What follows belongs to an exercise in optimizing a design on an open flow for small area, a short achievable clock period and few clock cycles; a production flow would make more cautious choices. The flow treats the clock pin as an ideal source. Dropping or thinning the clock tree relies on that and would not hold on a real chip. No activity file was given, so power comes from the tool's default toggle rates.

north:
## substring_position_search
module substring_position_search #(
  parameter int MAX_PATTERN = sps_pkg::MAX_PATTERN_DEF,
  parameter int MAX_TEXT    = sps_pkg::MAX_TEXT_DEF
) (
  input  wire logic                          clk_i,
  input  wire logic                          rst_ni,
  input  wire logic                          cfg_we_i,
  input  wire logic [sps_pkg::CFG_IDX_W-1:0] cfg_idx_i,
  input  wire logic [sps_pkg::CFG_W-1:0]     cfg_data_i,
  input  wire logic                          text_valid_i,
  output logic                               text_ready_o,
  input  wire logic                          text_cmd_i,
  input  wire logic [sps_pkg::BYTE_W-1:0]    text_byte_i,
  output logic                               result_valid_o,
  input  wire logic                          result_ready_i,
  output logic                               result_found_o,
  output logic [sps_pkg::POS_W-1:0]          result_position_o,
  output logic [sps_pkg::STATUS_W-1:0]       result_status_o
);
  localparam int CNT_W  = $clog2(MAX_TEXT + 1);
  localparam int POS_W  = sps_pkg::POS_W;
  localparam int LEN_W  = sps_pkg::LEN_W;
  localparam int BYTE_W = sps_pkg::BYTE_W;
  logic [sps_pkg::CFG_W-1:0] pat_low_q, pat_high_q;
  logic                      pat_low_set_q, pat_high_set_q;
  logic [LEN_W-1:0]          len_q;
  ...
Settings: LEC_CHECK=0, ABC_CLOCK_PERIOD_IN_PS=2000, CAP_MARGIN=20, CORE_MARGIN=2, CORE_UTILIZATION=40, CTS_CLUSTER_DIAMETER=100, CTS_CLUSTER_SIZE=20, SETUP_SLACK_MARGIN=3.8, SLEW_MARGIN=20; clock period 6.0 ns.
standard.sh (not shown) runs the stock make flow with config.mk's settings and CLKGATE_MAP_FILE= SYNTH_SCRIPT=/design/flow/synth_recipe.tcl, a recipe that flattens the netlist after the stock synthesis.
==> flow/flow/run.sh <==
#!/bin/bash
set -e
export BUFFER_PORTS_ARGS="-buffer_cell sky130_fd_sc_hd__buf_1"
bash standard.sh > standard.log 2>&1
Looking at the reports, north completed the entire flow and the layout it produced met the timing, DRC and antenna checks.
Input-level comparison between south and north:
-- flow/design.v --
<<< north, line 110
  assign start_pos   = {start_lo[LEN_W] ? start_hi_m1 : start_hi, start_lo[LEN_W-1:0]};
  assign take = byte_q && hit && (backward_q ? !cond_q : !match_valid_q);
  assign blocked   = out_valid_q && !result_ready_i;
  assign hold_end  = end_q && blocked;
  assign hold_byte = byte_q && may_take_q && blocked;
  assign load      = end_q && !blocked;
  assign out_next  = load || blocked;
  always_comb begin
    res_found  = 1'b0;
>>> south, line 110
  assign start_pos   = {start_lo[LEN_W] ? start_hi_m1 : start_hi, start_lo[LEN_W-1:0]};
  assign take = byte_q && hit && (backward_q ? !cond_q : !match_valid_q);
  assign blocked   = out_valid_q;
  assign hold_end  = end_q && blocked;
  assign hold_byte = byte_q && may_take_q && blocked;
  assign load      = end_q && !blocked;
  assign out_next  = load || (out_valid_q && !result_ready_i);
  always_comb begin
    res_found  = 1'b0;
<<< north, line 210
  always_ff @(posedge clk_i) begin
    if (load) begin
      if (!res_pos_ok) pos_q <= '0;
    end else if (end_xfer && len0) begin
      pos_q <= bound_q;
    end else if (take && !hold_byte) begin
      pos_q <= start_pos;
>>> south, line 210
  always_ff @(posedge clk_i) begin
    if (load) begin
      pos_q <= !res_pos_ok ? '0 : e_len0_q ? bound_q : pos_q;
    end else if (take && !hold_byte) begin
      pos_q <= start_pos;
Results
south vs north: multi-input combinational area share down in south. Total area of multi-input combinational cells of south falls short of that of north slightly. Overall power consumption, south and north: lower on north. For total wire length, north and south come out practically identical. Peak clock frequency supported by timing, south and north, higher one = south. On initial core utilization, north tracks south almost exactly. Delta (south minus north): layout-stage area growth over the synthesis result climbed 0.15 points, worst setup slack +0.037 ns.
Function was not checked in any run of this note: the RTL went through the layout flow alone.

substring_position_search, a different RTL version from the one above (not shown whole).
Size in the first run: about 830 cells after synthesis.
==> flow/config.mk <==
export PLATFORM = sky130hd
export DESIGN_NAME = substring_position_search
export DESIGN_NICKNAME = substring_position_search
export VERILOG_FILES = /design/flow/design.v
export SDC_FILE = /design/flow/constraint.sdc
export NUM_CORES = 4
export LEC_CHECK = 0
export ABC_CLOCK_PERIOD_IN_PS = 2000
export CAP_MARGIN = 20
export CORE_MARGIN = 2
export CORE_UTILIZATION = 40
export SETUP_SLACK_MARGIN = 3.8
export SLEW_MARGIN = 20
==> flow/constraint.sdc <==
create_clock -name core_clock -period 6.0 [get_ports {clk_i}]
set_input_delay 1.2000 -clock core_clock [delete_from_list [all_inputs] [get_ports {clk_i}]]
set_output_delay 1.2000 -clock core_clock [all_outputs]
set_load 0.01 [all_outputs]
==> flow/flow/run.sh <==
#!/bin/bash
set -e
export BUFFER_PORTS_ARGS="-buffer_cell sky130_fd_sc_hd__buf_1"
export PRE_CTS_TCL="$PWD/flow/pre_cts.tcl"
export MTREE_LEAVES=10
export MTREE_ROOTS=1
bash standard.sh > standard.log 2>&1
Other scripts of this flow, unchanged in this note and not shown: flow/flow/mtree.tcl, flow/flow/pre_cts.tcl
Edit:
--- a/flow/design.v
+++ b/flow/design.v
@@ -54,16 +54,15 @@
   logic                      backward_q;
   logic [POS_W-1:0]          bound_q;
   logic                   s0_valid_q;
   logic                   s0_end_q;
   logic [BYTE_W-1:0]      s0_byte_q;
   logic                   s0_may_take_q;   
   logic [1:0]             seen_q;          
-  logic [MAX_PATTERN-2:0] pm_q;         
-  logic                   hit_q;        
+  logic [MAX_PATTERN-1:0] pm_q;         
   logic [CNT_W-1:0]       count_q;      
   logic                   overflow_q;
   logic                   ge_q;         
   logic                   byte_q;       
   logic                   may_take_q;   
   logic                   end_q;        
   logic                   cond_q;       
@@ -73,20 +72,20 @@
   logic                         out_valid_q;
   logic                         found_q;
   logic [sps_pkg::STATUS_W-1:0] status_q;
   logic                         ready_q;
   logic                 in_xfer, in_may_take, s1_byte, s1_end, byte_adv;
   logic [2*sps_pkg::CFG_W-1:0] pattern;
   logic                 len0, len0_next;
-  logic [MAX_PATTERN-1:0] eq, pm_new;
+  logic [MAX_PATTERN-1:0] eq;
   logic                 byte_zero, ge_now;
   logic                 hit, take, hold_end, hold_byte, load, out_next;
   logic                 byte_next, may_take_next, end_next, needs_out_next;
   logic [LEN_W:0]       start_lo;
-  logic [POS_W-LEN_W-1:0] start_hi, start_hi_m1;
+  logic [POS_W-LEN_W-1:0] start_hi, hi_zero_below;
   logic [POS_W-1:0]     start_pos;
   logic                 res_found, res_pos_ok;
   logic [sps_pkg::STATUS_W-1:0] res_status;
   assign pattern = {pat_high_q, pat_low_q};
   assign len0    = (len_q == '0);
   assign in_xfer = text_valid_i && ready_q;
   assign in_may_take = seen_q[1] || (len_q <= LEN_W'(seen_q) + LEN_W'(1));
@@ -117,26 +116,30 @@
         eq[j] = (pattern[BYTE_W*j +: BYTE_W] == s0_byte_q);
       end else begin
         eq[j] = byte_zero;
       end
     end
   end
   assign ge_now = ge_q || (count_q == CNT_W'(bound_q));
-  assign pm_new = {pm_q, backward_q || ge_now} & eq;
   always_comb begin
     hit = 1'b0;
     for (int l = 1; l <= MAX_PATTERN; l++) begin
-      if (len_q == LEN_W'(l)) hit = pm_new[l-1];
-    end
-  end
-  assign start_lo    = {1'b0, count_q[LEN_W-1:0]} - {1'b0, len_q};
-  assign start_hi    = count_q[POS_W-1:LEN_W];
-  assign start_hi_m1 = count_q[POS_W-1:LEN_W] - 1'b1;
-  assign start_pos   = {start_lo[LEN_W] ? start_hi_m1 : start_hi, start_lo[LEN_W-1:0]};
-  assign take = byte_q && hit_q && (backward_q ? !cond_q : !match_valid_q);
+      if (len_q == LEN_W'(l)) hit = pm_q[l-1];
+    end
+  end
+  assign start_lo = {1'b0, count_q[LEN_W-1:0]} - {1'b0, len_q};
+  always_comb begin
+    hi_zero_below[0] = 1'b1;
+    for (int i = 1; i < POS_W - LEN_W; i++) begin
+      hi_zero_below[i] = hi_zero_below[i-1] && !count_q[LEN_W+i-1];
+    end
+  end
+  assign start_hi  = count_q[POS_W-1:LEN_W] ^ ({(POS_W-LEN_W){start_lo[LEN_W]}} & hi_zero_below);
+  assign start_pos = {start_hi, start_lo[LEN_W-1:0]};
+  assign take = byte_q && hit && (backward_q ? !cond_q : !match_valid_q);
   assign hold_end  = end_q && out_valid_q;
   assign hold_byte = byte_q && may_take_q && out_valid_q;
   assign load      = end_q && !out_valid_q;
   assign out_next  = load || (out_valid_q && !result_ready_i);
   always_comb begin
     res_found  = 1'b0;
     res_status = sps_pkg::STATUS_OK;
@@ -189,15 +192,15 @@
       count_q    <= '0;
       overflow_q <= 1'b0;
       ge_q       <= 1'b0;
     end else if (s1_byte && !overflow_q) begin
       if (count_q[CNT_W-1]) begin
         overflow_q <= 1'b1;
       end else begin
-        pm_q    <= pm_new[MAX_PATTERN-2:0];
+        pm_q    <= {pm_q[MAX_PATTERN-2:0], backward_q || ge_now} & eq;
         count_q <= count_q + CNT_W'(1);
         ge_q    <= ge_now;
       end
     end
   end
   assign byte_next     = byte_adv || hold_byte;
   assign may_take_next = (byte_adv && s0_may_take_q) || hold_byte;
@@ -212,15 +215,14 @@
       may_take_q <= may_take_next;
       end_q      <= end_next;
     end
   end
   always_ff @(posedge clk_i) begin
     if (s0_valid_q) begin
       cond_q <= ge_q;
-      hit_q  <= hit;
     end
     if (s1_end) begin
       e_empty_q <= (count_q == '0);
       e_ovf_q   <= overflow_q;
       e_back_q  <= backward_q;
       e_len0_q  <= len0;
     end
Via count goes down by 3.6%.
Wire length goes down by 6.4%.
Worst hold slack gets better by 6.2 ps.
Sequential power barely changes.
Sequential share of layout area goes up by 1.3 points.
Die area is about the same.
Combinational power goes down by 5.3%.
Design area goes down by 2.5%.
Clock power barely changes.
Area after synthesis stays flat.
Worst setup slack gets better by 190 ps.
Cell count goes down by 3.6%.
No functional check of the RTL was part of any run of this note. No run of this note takes its clock network from TritonCTS; it comes from the design's own scripts or RTL.

## lane 1
substring_position_search, a different RTL version from the one above (not shown whole).
Size: about 840 cells after synthesis, about 100 I/O pins, ~11,000 µm² of cells after synthesis.
export LEC_CHECK = 0
export ABC_CLOCK_PERIOD_IN_PS = 2000
export CAP_MARGIN = 20
export CORE_MARGIN = 2
export CORE_UTILIZATION = 40
export SETUP_SLACK_MARGIN = 3.8
export SLEW_MARGIN = 20
create_clock -name core_clock -period 6.0 [get_ports {clk_i}]
==> flow/flow/run.sh <==
#!/bin/bash
set -e
export BUFFER_PORTS_ARGS="-buffer_cell sky130_fd_sc_hd__buf_1"
export PRE_CTS_TCL="$PWD/flow/pre_cts.tcl"
export MTREE_LEAVES=10
export MTREE_ROOTS=2
bash standard.sh > standard.log 2>&1
Other scripts of this flow, unchanged in this note and not shown: flow/flow/mtree.tcl, flow/flow/pre_cts.tcl
Lane 1 closes out successfully: all stages finished, all timing, DRC and antenna checks passed.
--- input diff lane 1..lane 2 ---
--- a/flow/design.v
+++ b/flow/design.v
@@ -77,17 +77,17 @@
   logic                 in_xfer, in_may_take, s1_byte, s1_end, byte_adv;
   logic [2*sps_pkg::CFG_W-1:0] pattern;
   logic                 len0, len0_next;
   logic [MAX_PATTERN-1:0] eq, pm_new;
   logic                 byte_zero, ge_now;
   logic                 hit, take, hold_end, hold_byte, load, out_next;
   logic                 byte_next, may_take_next, end_next, needs_out_next;
   logic [LEN_W:0]       start_lo;
-  logic [POS_W-LEN_W-1:0] start_hi, hi_zero_below;
+  logic [POS_W-LEN_W-1:0] start_hi, start_hi_m1;
   logic [POS_W-1:0]     start_pos;
   logic                 res_found, res_pos_ok;
   logic [sps_pkg::STATUS_W-1:0] res_status;
   assign pattern = {pat_high_q, pat_low_q};
   assign len0    = (len_q == '0);
   assign in_xfer = text_valid_i && ready_q;
   assign in_may_take = seen_q[1] || (len_q <= LEN_W'(seen_q) + LEN_W'(1));
   always_ff @(posedge clk_i or negedge rst_ni) begin
@@ -123,25 +123,20 @@
   assign ge_now = ge_q || (count_q == CNT_W'(bound_q));
   assign pm_new = {pm_q, backward_q || ge_now} & eq;
   always_comb begin
     hit = 1'b0;
     for (int l = 1; l <= MAX_PATTERN; l++) begin
       if (len_q == LEN_W'(l)) hit = pm_new[l-1];
     end
   end
-  assign start_lo = {1'b0, count_q[LEN_W-1:0]} - {1'b0, len_q};
-  always_comb begin
-    hi_zero_below[0] = 1'b1;
-    for (int i = 1; i < POS_W - LEN_W; i++) begin
-      hi_zero_below[i] = hi_zero_below[i-1] && !count_q[LEN_W+i-1];
-    end
-  end
-  assign start_hi  = count_q[POS_W-1:LEN_W] ^ ({(POS_W-LEN_W){start_lo[LEN_W]}} & hi_zero_below);
-  assign start_pos = {start_hi, start_lo[LEN_W-1:0]};
+  assign start_lo    = {1'b0, count_q[LEN_W-1:0]} - {1'b0, len_q};
+  assign start_hi    = count_q[POS_W-1:LEN_W];
+  assign start_hi_m1 = count_q[POS_W-1:LEN_W] - 1'b1;
+  assign start_pos   = {start_lo[LEN_W] ? start_hi_m1 : start_hi, start_lo[LEN_W-1:0]};
   assign take = byte_q && hit_q && (backward_q ? !cond_q : !match_valid_q);
   assign hold_end  = end_q && out_valid_q;
   assign hold_byte = byte_q && may_take_q && out_valid_q;
   assign load      = end_q && !out_valid_q;
   assign out_next  = load || (out_valid_q && !result_ready_i);
   always_comb begin
     res_found  = 1'b0;
     res_status = sps_pkg::STATUS_OK;
### Flow results
Status: multi-input combinational gate total parity (lane 2, lane 1)
Compared with lane 1, maximum achievable frequency in lane 2 decreased by more than 10%.
Against lane 1, lane 2 reports a layout-stage area growth over the synthesis result that is lower.
[compare] base=lane 1 new=lane 2: area share of fa/ha/maj cells after synthesis now sits at about the same level, sequential cell area fraction in the yosys report now sits higher.
No run of this note included a check of the RTL's function; only the layout flow was run. No run of this note takes its clock network from TritonCTS; it comes from the design's own scripts or RTL.

== the baseline ==
Another version of the RTL of substring_position_search (not shown whole).
For scale: ~100 I/O pins.
Design substring_position_search, start of the top module:
module substring_position_search #(
  parameter int MAX_PATTERN = sps_pkg::MAX_PATTERN_DEF,
  parameter int MAX_TEXT    = sps_pkg::MAX_TEXT_DEF
) (
  input  wire logic                          clk_i,
  input  wire logic                          rst_ni,
  input  wire logic                          cfg_we_i,
  input  wire logic [sps_pkg::CFG_IDX_W-1:0] cfg_idx_i,
  input  wire logic [sps_pkg::CFG_W-1:0]     cfg_data_i,
  input  wire logic                          text_valid_i,
  output logic                               text_ready_o,
  input  wire logic                          text_cmd_i,
  input  wire logic [sps_pkg::BYTE_W-1:0]    text_byte_i,
  output logic                               result_valid_o,
  input  wire logic                          result_ready_i,
  output logic                               result_found_o,
  output logic [sps_pkg::POS_W-1:0]          result_position_o,
  output logic [sps_pkg::STATUS_W-1:0]       result_status_o
);
==> flow/config.mk <==
export PLATFORM = sky130hd
export DESIGN_NAME = substring_position_search
export DESIGN_NICKNAME = substring_position_search
export VERILOG_FILES = /design/flow/design.v
export SDC_FILE = /design/flow/constraint.sdc
export NUM_CORES = 4
export LEC_CHECK = 0
export ABC_CLOCK_PERIOD_IN_PS = 2000
export CAP_MARGIN = 20
export CORE_MARGIN = 2
export CORE_UTILIZATION = 40
export SETUP_SLACK_MARGIN = 3.8
export SLEW_MARGIN = 20
==> flow/constraint.sdc <==
create_clock -name core_clock -period 6.0 [get_ports {clk_i}]
set_input_delay 1.2000 -clock core_clock [delete_from_list [all_inputs] [get_ports {clk_i}]]
set_output_delay 1.2000 -clock core_clock [all_outputs]
set_load 0.01 [all_outputs]
==> flow/flow/run.sh <==
#!/bin/bash
set -e
export BUFFER_PORTS_ARGS="-buffer_cell sky130_fd_sc_hd__buf_1"
export PRE_CTS_TCL="$PWD/flow/pre_cts.tcl"
export MTREE_LEAVES=10
export MTREE_ROOTS=1
bash standard.sh > standard.log 2>&1
Other scripts of this flow, unchanged in this note and not shown: flow/flow/mtree.tcl, flow/flow/pre_cts.tcl
Edits applied to the flow inputs when going from the baseline to the candidate:
--- a/flow/design.v
+++ b/flow/design.v
@@ -51,44 +51,45 @@
   logic [sps_pkg::CFG_W-1:0] pat_low_q, pat_high_q;
   logic                      pat_low_set_q, pat_high_set_q;
   logic [LEN_W-1:0]          len_q;
   logic                      backward_q;
   logic [POS_W-1:0]          bound_q;
   logic                   s0_valid_q;
   logic                   s0_end_q;
   logic [BYTE_W-1:0]      s0_byte_q;
   logic                   s0_may_take_q;   
   logic [1:0]             seen_q;          
-  logic [MAX_PATTERN-1:0] pm_q;         
+  logic [MAX_PATTERN-2:0] pm_q;         
+  logic                   hit_q;        
   logic [CNT_W-1:0]       count_q;      
   logic                   overflow_q;
   logic                   ge_q;         
   logic                   byte_q;       
   logic                   may_take_q;   
   logic                   end_q;        
   logic                   cond_q;       
   logic                   e_empty_q, e_ovf_q, e_back_q, e_len0_q;
   logic                         match_valid_q;
   logic [POS_W-1:0]             pos_q;   
   logic                         out_valid_q;
   logic                         found_q;
   logic [sps_pkg::STATUS_W-1:0] status_q;
   logic                         ready_q;
   logic                 in_xfer, in_may_take, s1_byte, s1_end, byte_adv;
   logic [2*sps_pkg::CFG_W-1:0] pattern;
   logic                 len0, len0_next;
-  logic [MAX_PATTERN-1:0] eq;
+  logic [MAX_PATTERN-1:0] eq, pm_new;
   logic                 byte_zero, ge_now;
   logic                 hit, take, hold_end, hold_byte, load, out_next;
   logic                 byte_next, may_take_next, end_next, needs_out_next;
   logic [LEN_W:0]       start_lo;
-  logic [POS_W-LEN_W-1:0] start_hi, start_hi_m1;
+  logic [POS_W-LEN_W-1:0] start_hi, hi_zero_below;
   logic [POS_W-1:0]     start_pos;
   logic                 res_found, res_pos_ok;
   logic [sps_pkg::STATUS_W-1:0] res_status;
   assign pattern = {pat_high_q, pat_low_q};
   assign len0    = (len_q == '0);
   assign in_xfer = text_valid_i && ready_q;
   assign in_may_take = seen_q[1] || (len_q <= LEN_W'(seen_q) + LEN_W'(1));
   always_ff @(posedge clk_i or negedge rst_ni) begin
     if (!rst_ni) begin
       s0_valid_q <= 1'b0;
@@ -113,31 +114,37 @@
   always_comb begin
     for (int j = 0; j < MAX_PATTERN; j++) begin
       if ((j < 8) ? pat_low_set_q : pat_high_set_q) begin
         eq[j] = (pattern[BYTE_W*j +: BYTE_W] == s0_byte_q);
       end else begin
         eq[j] = byte_zero;
       end
     end
   end
   assign ge_now = ge_q || (count_q == CNT_W'(bound_q));
+  assign pm_new = {pm_q, backward_q || ge_now} & eq;
   always_comb begin
     hit = 1'b0;
     for (int l = 1; l <= MAX_PATTERN; l++) begin
-      if (len_q == LEN_W'(l)) hit = pm_q[l-1];
-    end
-  end
-  assign start_lo    = {1'b0, count_q[LEN_W-1:0]} - {1'b0, len_q};
-  assign start_hi    = count_q[POS_W-1:LEN_W];
-  assign start_hi_m1 = count_q[POS_W-1:LEN_W] - 1'b1;
-  assign start_pos   = {start_lo[LEN_W] ? start_hi_m1 : start_hi, start_lo[LEN_W-1:0]};
-  assign take = byte_q && hit && (backward_q ? !cond_q : !match_valid_q);
+      if (len_q == LEN_W'(l)) hit = pm_new[l-1];
+    end
+  end
+  assign start_lo = {1'b0, count_q[LEN_W-1:0]} - {1'b0, len_q};
+  always_comb begin
+    hi_zero_below[0] = 1'b1;
+    for (int i = 1; i < POS_W - LEN_W; i++) begin
+      hi_zero_below[i] = hi_zero_below[i-1] && !count_q[LEN_W+i-1];
+    end
+  end
+  assign start_hi  = count_q[POS_W-1:LEN_W] ^ ({(POS_W-LEN_W){start_lo[LEN_W]}} & hi_zero_below);
+  assign start_pos = {start_hi, start_lo[LEN_W-1:0]};
+  assign take = byte_q && hit_q && (backward_q ? !cond_q : !match_valid_q);
   assign hold_end  = end_q && out_valid_q;
   assign hold_byte = byte_q && may_take_q && out_valid_q;
   assign load      = end_q && !out_valid_q;
   assign out_next  = load || (out_valid_q && !result_ready_i);
   always_comb begin
     res_found  = 1'b0;
     res_status = sps_pkg::STATUS_OK;
     if (e_ovf_q) begin
       res_status = sps_pkg::STATUS_TOO_LONG;
     end else if (e_back_q) begin
@@ -184,21 +191,21 @@
       ge_q       <= 1'b0;
     end else if (s1_end) begin
       pm_q       <= '0;
       count_q    <= '0;
       overflow_q <= 1'b0;
       ge_q       <= 1'b0;
     end else if (s1_byte && !overflow_q) begin
       if (count_q[CNT_W-1]) begin
         overflow_q <= 1'b1;
       end else begin
-        pm_q    <= {pm_q[MAX_PATTERN-2:0], backward_q || ge_now} & eq;
+        pm_q    <= pm_new[MAX_PATTERN-2:0];
         count_q <= count_q + CNT_W'(1);
         ge_q    <= ge_now;
       end
     end
   end
   assign byte_next     = byte_adv || hold_byte;
   assign may_take_next = (byte_adv && s0_may_take_q) || hold_byte;
   assign end_next      = s1_end || hold_end;
   always_ff @(posedge clk_i or negedge rst_ni) begin
     if (!rst_ni) begin
@@ -207,20 +214,21 @@
       end_q      <= 1'b0;
     end else begin
       byte_q     <= byte_next;
       may_take_q <= may_take_next;
       end_q      <= end_next;
     end
   end
   always_ff @(posedge clk_i) begin
     if (s0_valid_q) begin
       cond_q <= ge_q;
+      hit_q  <= hit;
     end
     if (s1_end) begin
       e_empty_q <= (count_q == '0);
       e_ovf_q   <= overflow_q;
       e_back_q  <= backward_q;
       e_len0_q  <= len0;
     end
   end
   always_ff @(posedge clk_i or negedge rst_ni) begin
     if (!rst_ni) begin
## What came out
| post-placement cell area | higher: the candidate |. Compared to the baseline, the candidate has total wire length after detailed routing about 7% higher. Taking the baseline as the reference point, the routed wire length on met3 of the candidate falls by about 4.5%. Of the two values seen for startpoint of the worst setup timing path, s0_byte_q[2]$_DFF_P_ was produced by the candidate and count_q[11]$_DFFE_PN0P_ by the baseline. Internal power in the candidate is about 0.5% higher than in the baseline. The area share of and/or/nand/nor cells after synthesis number comes out higher for the candidate vs the baseline.
No functional check of the RTL was part of any run of this note. No run of this note takes its clock network from TritonCTS; it comes from the design's own scripts or RTL.

==> port drivers added, routing unchanged <==
The results above use ideal ports. As a check the final layouts listed here were re-extracted and re-timed, cells and wires unchanged.
Step 1 (the two cells are an assumption about what drives the block):
set clk [get_ports {clk_i}]
set_driving_cell -lib_cell sky130_fd_sc_hd__clkbuf_16 $clk
set_driving_cell -lib_cell sky130_fd_sc_hd__buf_2 [delete_from_list [all_inputs] $clk]
Step 2 moves the port delays by t, midway between the first and last clock arrival at a register: inputs arrive t later, outputs are due t later. That takes back most of the time a late clock gives input paths.
Three values: ideal ports, drivers, drivers and shift; two values: the first two.
run	t, ns	slack for setup (ns)	worst hold slack (ns)	worst register clock-pin slew, ns
north	0.508	3.699 / 3.700 / 3.192	0.501 / 0.501 / 0.501	0.09 / 0.09
south	0.528	3.735 / 3.692 / 3.290	0.532 / 0.532 / 0.532	0.09 / 0.09
the first run of note 2	0.456	3.368 / 3.368 / 3.368	0.436 / 0.436 / 0.436	0.10 / 0.10
the second run of note 2	0.453	3.553 / 3.553 / 3.442	0.442 / 0.442 / 0.442	0.10 / 0.10
lane 1	0.398	3.717 / 3.717 / 3.487	0.461 / 0.461 / 0.461	0.11 / 0.11
lane 2	0.406	3.362 / 3.362 / 3.362	0.434 / 0.434 / 0.434	0.10 / 0.10
the baseline	0.452	3.790 / 3.790 / 3.431	0.484 / 0.484 / 0.484	0.10 / 0.10
the candidate	0.450	3.777 / 3.747 / 3.414	0.457 / 0.457 / 0.457	0.11 / 0.11
After both steps setup and hold are still met in every run listed. The setup slack of north, which loses most, moves by +0.001 ns with the drivers and by -0.507 ns with both steps.
